From an optimization exercise on the open Yosys and OpenROAD flow, aimed at small area, a short achievable clock period and few clock cycles per item; shortcuts taken in it are not production practice.
Function was checked by simulation only, so behaviour that the tests miss may differ from the original.

==> design/flow/design.v <==
module mvm_seq_sat #(
    parameter int N      = 8,
    parameter int S      = 8,
    parameter int R      = 8,
    parameter int SIGNED = 1
) (
    input  logic             CLOCK_50,
    input  logic             reset_n,
    input  logic             in_valid,
    output logic             in_ready,
    input  logic [R*S*N-1:0] w,
    input  logic [S*N-1:0]   u,
    output logic             out_valid,
    input  logic             out_ready,
    output logic [R*N-1:0]   v
    ,
    output logic [R-1:0]     sat_flag
);
    function automatic logic [8:0] addsat(input logic [7:0] a, input logic [7:0] b);
        logic [8:0] s;
        logic       o;
        s = {a[7], a} + {b[7], b};
        o = s[8] ^ s[7];
        addsat = {o, o ? {s[8], {7{~s[8]}}} : s[7:0]};
    endfunction
    logic [3:0]   one [8];
    logic [3:0]   two [8];
    logic [3:0]   neg [8];
    logic [6:1]   thr [8];
    logic [511:0] m_d, m_q;
    logic [63:0]  o_d;
    logic [7:0]   pf_d, pf_q;
    for (genvar i = 0; i < 8; i++) begin : g_col
        mvm_ucode u_code (
            .u  (u[i * 8 +: 8]),
            .one(one[i]),
            .two(two[i]),
            .neg(neg[i]),
            .thr(thr[i])
        );
        for (genvar r = 0; r < 8; r++) begin : g_row
            mvm_mulsat u_mul (
                .a  (w[(r * 8 + i) * 8 +: 8]),
                .one(one[i]),
                .two(two[i]),
                .neg(neg[i]),
                .thr(thr[i]),
                .us (u[i * 8 + 7]),
                .m  (m_d[(r * 8 + i) * 8 +: 8]),
                .o  (o_d[r * 8 + i])
            );
        end
    end
    always_comb begin
        for (int r = 0; r < 8; r++) pf_d[r] = |o_d[r * 8 +: 8];
    end
    logic [71:0] res;
    always_comb begin
        for (int r = 0; r < 8; r++) begin
            logic [8:0] a;
            logic       f;
            a = {1'b0, m_q[(r * 8) * 8 +: 8]};
            f = pf_q[r];
            for (int i = 1; i < 8; i++) begin
                a = addsat(a[7:0], m_q[(r * 8 + i) * 8 +: 8]);
                f = f | a[8];
            end
            res[r * 8 +: 8] = a[7:0];
            res[64 + r]     = f;
        end
    end
    logic [71:0] e0_q, e1_q;
    logic [1:0]  cnt_q, cnt_d, keep;
    logic        s1_q, take, acc_in;
    assign out_valid = cnt_q[0] | cnt_q[1];
    assign take      = out_valid & out_ready;
    assign keep      = cnt_q - {1'b0, take};
    assign in_ready  = reset_n & ((keep == 2'd0) | ((keep == 2'd1) & ~s1_q));
    assign acc_in    = in_valid & in_ready;
    assign cnt_d     = keep + {1'b0, s1_q};
    always_ff @(posedge CLOCK_50 or negedge reset_n) begin
        if (!reset_n) begin
            s1_q  <= 1'b0;
            cnt_q <= 2'd0;
        end else begin
            s1_q  <= acc_in;
            cnt_q <= cnt_d;
        end
    end
    always_ff @(posedge CLOCK_50) begin
        m_q  <= m_d;
        pf_q <= pf_d;
    end
    always_ff @(posedge CLOCK_50) begin
        if (keep == 2'd0) begin
            e0_q <= res;
        end else if (take) begin
            e0_q <= e1_q;
        end
        if (keep == 2'd1) begin
            e1_q <= res;
        end
    end
    assign v = e0_q[63:0];
    assign sat_flag = e0_q[71:64];
endmodule
module mvm_ucode (
    input  logic [7:0] u,
    output logic [3:0] one,
    output logic [3:0] two,
    output logic [3:0] neg,
    output logic [6:1] thr
);
    logic [8:0] ue;
    logic [6:0] uc;
    logic [6:0] tu;    
    assign ue = {u, 1'b0};
    assign uc = u[6:0] ^ {7{u[7]}};
    always_comb begin
        for (int k = 0; k < 4; k++) begin
            one[k] = ue[2*k] ^ ue[2*k+1];
            two[k] = (ue[2*k+2] & ~ue[2*k+1] & ~ue[2*k]) | (~ue[2*k+2] & ue[2*k+1] & ue[2*k]);
            neg[k] = ue[2*k+2];
        end
        for (int k = 0; k < 7; k++) tu[k] = |(uc >> k);
        for (int j = 1; j < 7; j++) thr[j] = tu[7-j];
    end
endmodule
module mvm_mulsat (
    input  logic [7:0] a,       
    input  logic [3:0] one,     
    input  logic [3:0] two,     
    input  logic [3:0] neg,     
    input  logic [6:1] thr,     
    input  logic       us,      
    output logic [7:0] m,       
    output logic       o        
);
    logic [9:0] ax;
    assign ax = {a[7], a, 1'b0};
    logic pp0_0;
    assign pp0_0 = ((one[0] & ax[1]) | (two[0] & ax[0])) ^ neg[0];
    logic pp0_1;
    assign pp0_1 = ((one[0] & ax[2]) | (two[0] & ax[1])) ^ neg[0];
    logic pp0_2;
    assign pp0_2 = ((one[0] & ax[3]) | (two[0] & ax[2])) ^ neg[0];
    logic pp0_3;
    assign pp0_3 = ((one[0] & ax[4]) | (two[0] & ax[3])) ^ neg[0];
    logic pp0_4;
    assign pp0_4 = ((one[0] & ax[5]) | (two[0] & ax[4])) ^ neg[0];
    logic pp0_5;
    assign pp0_5 = ((one[0] & ax[6]) | (two[0] & ax[5])) ^ neg[0];
    logic pp0_6;
    assign pp0_6 = ((one[0] & ax[7]) | (two[0] & ax[6])) ^ neg[0];
    logic pp0_7;
    assign pp0_7 = ((one[0] & ax[8]) | (two[0] & ax[7])) ^ neg[0];
    logic pp0_8;
    assign pp0_8 = ((one[0] & ax[9]) | (two[0] & ax[8])) ^ neg[0];
    logic pp1_0;
    assign pp1_0 = ((one[1] & ax[1]) | (two[1] & ax[0])) ^ neg[1];
    logic pp1_1;
    assign pp1_1 = ((one[1] & ax[2]) | (two[1] & ax[1])) ^ neg[1];
    logic pp1_2;
    assign pp1_2 = ((one[1] & ax[3]) | (two[1] & ax[2])) ^ neg[1];
    logic pp1_3;
    assign pp1_3 = ((one[1] & ax[4]) | (two[1] & ax[3])) ^ neg[1];
    logic pp1_4;
    assign pp1_4 = ((one[1] & ax[5]) | (two[1] & ax[4])) ^ neg[1];
    logic pp1_5;
    assign pp1_5 = ((one[1] & ax[6]) | (two[1] & ax[5])) ^ neg[1];
    logic pp1_6;
    assign pp1_6 = ((one[1] & ax[7]) | (two[1] & ax[6])) ^ neg[1];
    logic pp2_0;
    assign pp2_0 = ((one[2] & ax[1]) | (two[2] & ax[0])) ^ neg[2];
    logic pp2_1;
    assign pp2_1 = ((one[2] & ax[2]) | (two[2] & ax[1])) ^ neg[2];
    logic pp2_2;
    assign pp2_2 = ((one[2] & ax[3]) | (two[2] & ax[2])) ^ neg[2];
    logic pp2_3;
    assign pp2_3 = ((one[2] & ax[4]) | (two[2] & ax[3])) ^ neg[2];
    logic pp2_4;
    assign pp2_4 = ((one[2] & ax[5]) | (two[2] & ax[4])) ^ neg[2];
    logic pp3_0;
    assign pp3_0 = ((one[3] & ax[1]) | (two[3] & ax[0])) ^ neg[3];
    logic pp3_1;
    assign pp3_1 = ((one[3] & ax[2]) | (two[3] & ax[1])) ^ neg[3];
    logic pp3_2;
    assign pp3_2 = ((one[3] & ax[3]) | (two[3] & ax[2])) ^ neg[3];
    logic c1;
    assign c1 = pp0_2 ^ pp1_0 ^ neg[1];
    logic c2;
    assign c2 = (pp0_2 & pp1_0) | (pp0_2 & neg[1]) | (pp1_0 & neg[1]);
    logic c3;
    assign c3 = pp0_3 ^ pp1_1 ^ c2;
    logic c4;
    assign c4 = (pp0_3 & pp1_1) | (pp0_3 & c2) | (pp1_1 & c2);
    logic c5;
    assign c5 = pp0_4 ^ pp1_2 ^ pp2_0;
    logic c6;
    assign c6 = (pp0_4 & pp1_2) | (pp0_4 & pp2_0) | (pp1_2 & pp2_0);
    logic c7;
    assign c7 = neg[2] ^ c4 ^ c5;
    logic c8;
    assign c8 = (neg[2] & c4) | (neg[2] & c5) | (c4 & c5);
    logic c9;
    assign c9 = pp0_5 ^ pp1_3 ^ pp2_1;
    logic c10;
    assign c10 = (pp0_5 & pp1_3) | (pp0_5 & pp2_1) | (pp1_3 & pp2_1);
    logic c11;
    assign c11 = c6 ^ c8 ^ c9;
    logic c12;
    assign c12 = (c6 & c8) | (c6 & c9) | (c8 & c9);
    logic c13;
    assign c13 = pp0_6 ^ pp1_4 ^ pp2_2;
    logic c14;
    assign c14 = (pp0_6 & pp1_4) | (pp0_6 & pp2_2) | (pp1_4 & pp2_2);
    logic c15;
    assign c15 = pp3_0 ^ neg[3] ^ c10;
    logic c16;
    assign c16 = (pp3_0 & neg[3]) | (pp3_0 & c10) | (neg[3] & c10);
    logic c17;
    assign c17 = c12 ^ c13 ^ c15;
    logic c18;
    assign c18 = (c12 & c13) | (c12 & c15) | (c13 & c15);
    logic c19;
    assign c19 = pp0_7 ^ pp1_5 ^ pp2_3;
    logic c20;
    assign c20 = (pp0_7 & pp1_5) | (pp0_7 & pp2_3) | (pp1_5 & pp2_3);
    logic c21;
    assign c21 = pp3_1 ^ c14 ^ c16;
    logic c22;
    assign c22 = (pp3_1 & c14) | (pp3_1 & c16) | (c14 & c16);
    logic c23;
    assign c23 = c18 ^ c19 ^ c21;
    logic c24;
    assign c24 = (c18 & c19) | (c18 & c21) | (c19 & c21);
    logic c25;
    assign c25 = pp0_8 ^ pp1_6 ^ pp2_4;
    logic c26;
    assign c26 = pp3_2 ^ c20 ^ c22;
    logic c27;
    assign c27 = c24 ^ c25 ^ c26;
    logic [8:0] p, ra, rb;
    assign ra = {c27, c23, c17, c11, c7, c3, c1, pp0_1, pp0_0};
    assign rb = {1'b0, 1'b0, 1'b0, 1'b0, 1'b0, 1'b0, 1'b0, 1'b0, neg[0]};
    logic [9:0] cr;
    assign cr[0] = 1'b0;
    for (genvar i = 0; i < 9; i++) begin : g_rc
        assign p[i]    = ra[i] ^ rb[i] ^ cr[i];
        assign cr[i+1] = (ra[i] & rb[i]) | (ra[i] & cr[i]) | (rb[i] & cr[i]);
    end
    logic t7, s;
    logic [6:1] ac;
    assign ac = a[6:1] ^ {6{a[7]}};
    assign t7 = |(ac & thr);
    assign o  = t7 | (p[8] ^ p[7]);
    assign s  = a[7] ^ us;
    assign m  = o ? {s, {7{~s}}} : p[7:0];
endmodule
module mvm_top (
    input  logic         CLOCK_50,
    input  logic         reset_n,
    input  logic         in_valid,
    output logic         in_ready,
    input  logic [511:0] w,
    input  logic [63:0]  u,
    output logic         out_valid,
    input  logic         out_ready,
    output logic [63:0]  v,
    output logic [7:0]   sat_flag
);
    mvm_seq_sat #(
        .N(8),
        .S(8),
        .R(8),
        .SIGNED(1)
    ) u_mvm (
        .CLOCK_50 (CLOCK_50),
        .reset_n  (reset_n),
        .in_valid (in_valid),
        .in_ready (in_ready),
        .w        (w),
        .u        (u),
        .out_valid(out_valid),
        .out_ready(out_ready),
        .v        (v),
        .sat_flag (sat_flag)
    );
endmodule
==> design/flow/run.sh <==
#!/bin/bash
# synth_recipe.tcl (not shown) runs the flow's synth.tcl, then flattens the netlist and writes it again
# the make line also repeats each setting of config.mk as NAME=value (left out here)
make -C /OpenROAD-flow-scripts/flow DESIGN_CONFIG=/design/flow/config.mk WORK_HOME=/design/flow/orfs CLKGATE_MAP_FILE= SYNTH_SCRIPT=/design/flow/synth_recipe.tcl finish
==> design/flow/config.mk <==
export PLATFORM = sky130hd
export DESIGN_NAME = mvm_top
export DESIGN_NICKNAME = mvm_top
export VERILOG_FILES = /design/flow/design.v
export SDC_FILE = /design/flow/constraint.sdc
export NUM_CORES = 4
export LEC_CHECK = 0
export CAP_MARGIN = 20
export CORE_MARGIN = 2
export CORE_UTILIZATION = 40
export SLEW_MARGIN = 20
==> design/flow/constraint.sdc <==
create_clock -name core_clock -period 32.0 [get_ports {CLOCK_50}]
set_input_delay 6.4000 -clock core_clock [delete_from_list [all_inputs] [get_ports {CLOCK_50}]]
set_output_delay 6.4000 -clock core_clock [all_outputs]
set_load 0.01 [all_outputs]
==> summary.md <==
| Metric | Value |
|---|---|
| Clock tree buffer depth | `3` |
| Count of pins over their slew limit | `0` |
| Die Width | `564 um` |
| Final Skew | `36.4 ps` |
| Clk root buf | `clkbuf_16` |
| Final hold viol count | `0` |
| Row cnt | `205` |
| H-tree Lvls | `3` |
| Vias in the first global route | `108985` |
| Element type at the critical path end | `flip-flop` |
| Critical Path Source Type | `flip-flop` |
| Design area | `136000 um2` |
| DRC viols | `0` |
| Proportion of layout cells with a drive suffix above 1 | `4.09%` |
| Syn nets | `19374` |
| CP peak stage delay | `920 ps` |
| PortBufs | `653` |
| Relative slew slack | `15.5%` |
| I/O pins | `654` |
| Slowest CP cell | `o32ai_1` |
| Dpl ws | `14780 ps` |
| CTS Hold Buffers Added | `0` |
| Clk sink count | `667` |
| Async set or reset register ratio after synthesis | `0.450%` |
| Synthesis Warnings | `6` |
| Setup total negative slack | `0 ps` |
| Avg Synthesized Cell Area | `7.33 um2` |
| Clock buffer count from CTS | `82` |
| Area leader, netlist | `fa_1` |
| EDFF count, synth | `144` |
| Synth top cells by count | `2068 x nand2_1, 1525 x o21ai_0, 1353 x nor2_1, 1348 x a21oi_1, 1263 x clkbuf_1` |
| Vias/cell | `5.91` |
| Antenna-violating nets left | `0` |
| Final HPWL DP | `355000 um` |
| Setup ws final | `14440 ps` |
| Nets | `18744` |
| Setup slack, reg-to-reg | `14440 ps` |
| Worst Path Arrival | `17990 ps` |
| Dpl cell area | `133000 um2` |
| R2R Path Start | `u_mvm.m_q[320]` |
| CP startpoint | `u_mvm.m_q[320]` |
| R2r endpoint | `u_mvm.e0_q[69]` |
| Final min period | `17560 ps` |
| Final period util | `54.9%` |
| Final WL | `462000 um` |
| Global-route wire length before repair | `696000 um` |
| Reg clk slew, reported paths | `60 ps` |
| Crit Path Class | `reg -> reg` |
| Placeable Area | `312000 um2` |
| Layout Area Growth over Synthesis | `8.11%` |
| Die Y | `564 um` |
| Syn Inst Count | `17120` |
| Tightest Pin Transition | `1250 ps` |
| CP Max Fanout | `8` |
| Final setup vio count | `0` |
| Synth unique cells | `119` |
| Remaining Overflow, GRT | `0` |
| CTS tree | `yes` |
| Worst Setup EP | `u_mvm.e0_q[69]` |
| Number of antenna violations at the first check in global routing | `87` |
| Hold Slack | `515 ps` |
| Max Cap Violations | `0` |
| Sequential area share after synthesis | `11.8%` |
| Die ar. | `318000 um2` |
| DRT iter0 DRCs | `13985` |
| Vias | `122459` |
| Skew-Pair Late Insertion Delay | `730 ps` |
| Placed Cells | `20546` |
| CP most frequent cell | `a21oi_1` |
| Pin count of the biggest net entering global routing | `177` |
| Dominant synthesized flop cell | `dfxtp_1` |
| GRT Overall Usage | `28.0%` |
| Worst EP required | `32430 ps` |
| RePlAce Congestion | `0.983` |
| #FFs+latches synth | `667` |
| Setup Buffers After CTS | `0` |
| Post-route insts no fill | `20711` |
| Max Fclk | `0.0570 GHz` |
| FILL cells | `31553` |
| Mapped Area | `126000 um2` |
| Post-CTS Resized | `0` |
| Top cell type's share of synthesized area | `11.1%` |
| Status | `finished clean` |
| Main area contributors after synthesis | `fa_1 11%, ha_1 9.7%, dfxtp_1 8.3%` |
| Unrepaired setup endpoints after global routing | `no` |
| DRT Pass-1 Iters | `9` |
| Most numerous cell in the Yosys netlist | `nand2_1` |
| Starting Density | `40.2%` |
| Hold/Removal Path Class | `reg -> reg` |
| Worst r2r path cells | `60` |
| Avg WL per Cell | `22.3 um` |
| Final core area utilization | `43.5%` |
## state kept, by name, indices dropped and copies added, names as in the netlist
register / count
u_mvm.e1_q: 72
u_mvm.s1_q: 1
u_mvm.e0_q: 72
u_mvm.cnt_q: 2
u_mvm.m_q: 512
u_mvm.pf_q: 8
## final cells by class
type	instances	area (um2)	area share [%]
clock inverters	42	546	0.402
well taps	4140	5180	3.82
multi-input cells	13724	100000	74.0
diodes	14	35.0	0.0258
inverters	1169	4390	3.23
flip-flops and latches	667	14800	10.9
repair buffers	846	8000	5.89
clock buffers	109	2350	1.73
## worst min-delay path by stage
| stage | start | endpoint | slack [ps] | cells past startpoint |
|---|---|---|---|---|
| final | u_mvm.e1_q[27] | u_mvm.e0_q[27] | 510 | 2 |
| after global routing | u_mvm.e1_q[5] | u_mvm.e0_q[5] | 540 | 2 |
| after CTS | u_mvm.e1_q[10] | u_mvm.e0_q[10] | 520 | 2 |
| after detailed placement | u_mvm.s1_q | u_mvm.cnt_q[0] | 500 | 1 |
| after global placement | u_mvm.s1_q | u_mvm.cnt_q[0] | 490 | 1 |
| after floorplan | u_mvm.s1_q | u_mvm.cnt_q[0] | 470 | 1 |
## worst max-delay path: cells and delay by family, from the launching register on
| kind | cells | cell delay (ps) |
|---|---|---|
| AND/OR/NAND/NOR | 18 | 4630 |
| buffers and inverters | 1 | 80 |
| adder cells (fa/ha/maj) | 9 | 2860 |
| multiplexers | 1 | 240 |
| flip-flops | 1 | 300 |
| AO/OA/AOI/OAI | 31 | 9150 |
## cells in the final DEF, fill, tap and decap left out, types with 109 or more instances in the layout
cell,Yosys,routed
a31oi_1,201,201
o221ai_1,167,167
nor2_1,1353,1353
fa_1,696,696
nand2_1,2068,2067
a21o_1,174,174
o22ai_1,135,135
o311a_1,129,129
edfxtp_1,144,144
a211oi_1,141,141
nand3_1,237,237
o21ai_0,1525,1522
clkdlybuf4s50_1,0,603
buf_4,9,205
xor2_1,368,354
nand2b_1,247,247
a221oi_1,175,175
dfxtp_1,520,520
mux2i_1,469,469
o211ai_1,312,312
ha_1,978,978
nor2b_1,381,378
a21oi_1,1348,1348
inv_1,1160,1160
nor3_1,109,109
xnor2_1,846,846
a22oi_1,288,288
maj3_1,380,380
mux2_2,161,161
## per-layer routing
layer  global-route usage, %  up-vias  routed length, um
met5                       0        -                117
met2                    41.9     5134             194000
met3                    3.48      494              40600
met4                    6.71       20              11800
li1                        -    58479                  -
met1                    42.2    58332             215000
## cells by family after synthesis
family / after synthesis / share of synthesized area (%)
AO/OA/AOI/OAI: 5101 / 25.4
XOR/XNOR: 1232 / 8.79
adder cells (fa/ha/maj): 2054 / 23.9
buffers and inverters: 2729 / 8.35
flip-flops: 667 / 11.8
multiplexers: 630 / 5.18
AND/OR/NAND/NOR: 4707 / 16.6
Testbench counts, summed over its fixed seeds: cycles 1,616, items 1,600.

[re-timing with driven ports]
How much do the figures lean on ideal ports? The routed layout below was timed once more, with nothing changed but the port constraints. Step 1 sets driving cells, clkbuf_16 on the clock port and buf_2 on the other inputs (assumed; they add their load-dependent delay and slew). Step 2 also shifts input and output timing later by t, the mid clock arrival at the registers, as if the neighbouring blocks saw the same clock. a / b / c = no drivers / after step 1 / after step 2; a / b = the first two.
shift t [ns]: 0.775
setup slack, ns: 14.444 / 14.444 / 14.444
worst register clock-pin slew, ns: 0.08 / 0.08
After both steps this run still meets setup and hold. For this run, drivers alone change the setup slack by 0.000 ns; drivers and shift together by 0.000 ns.
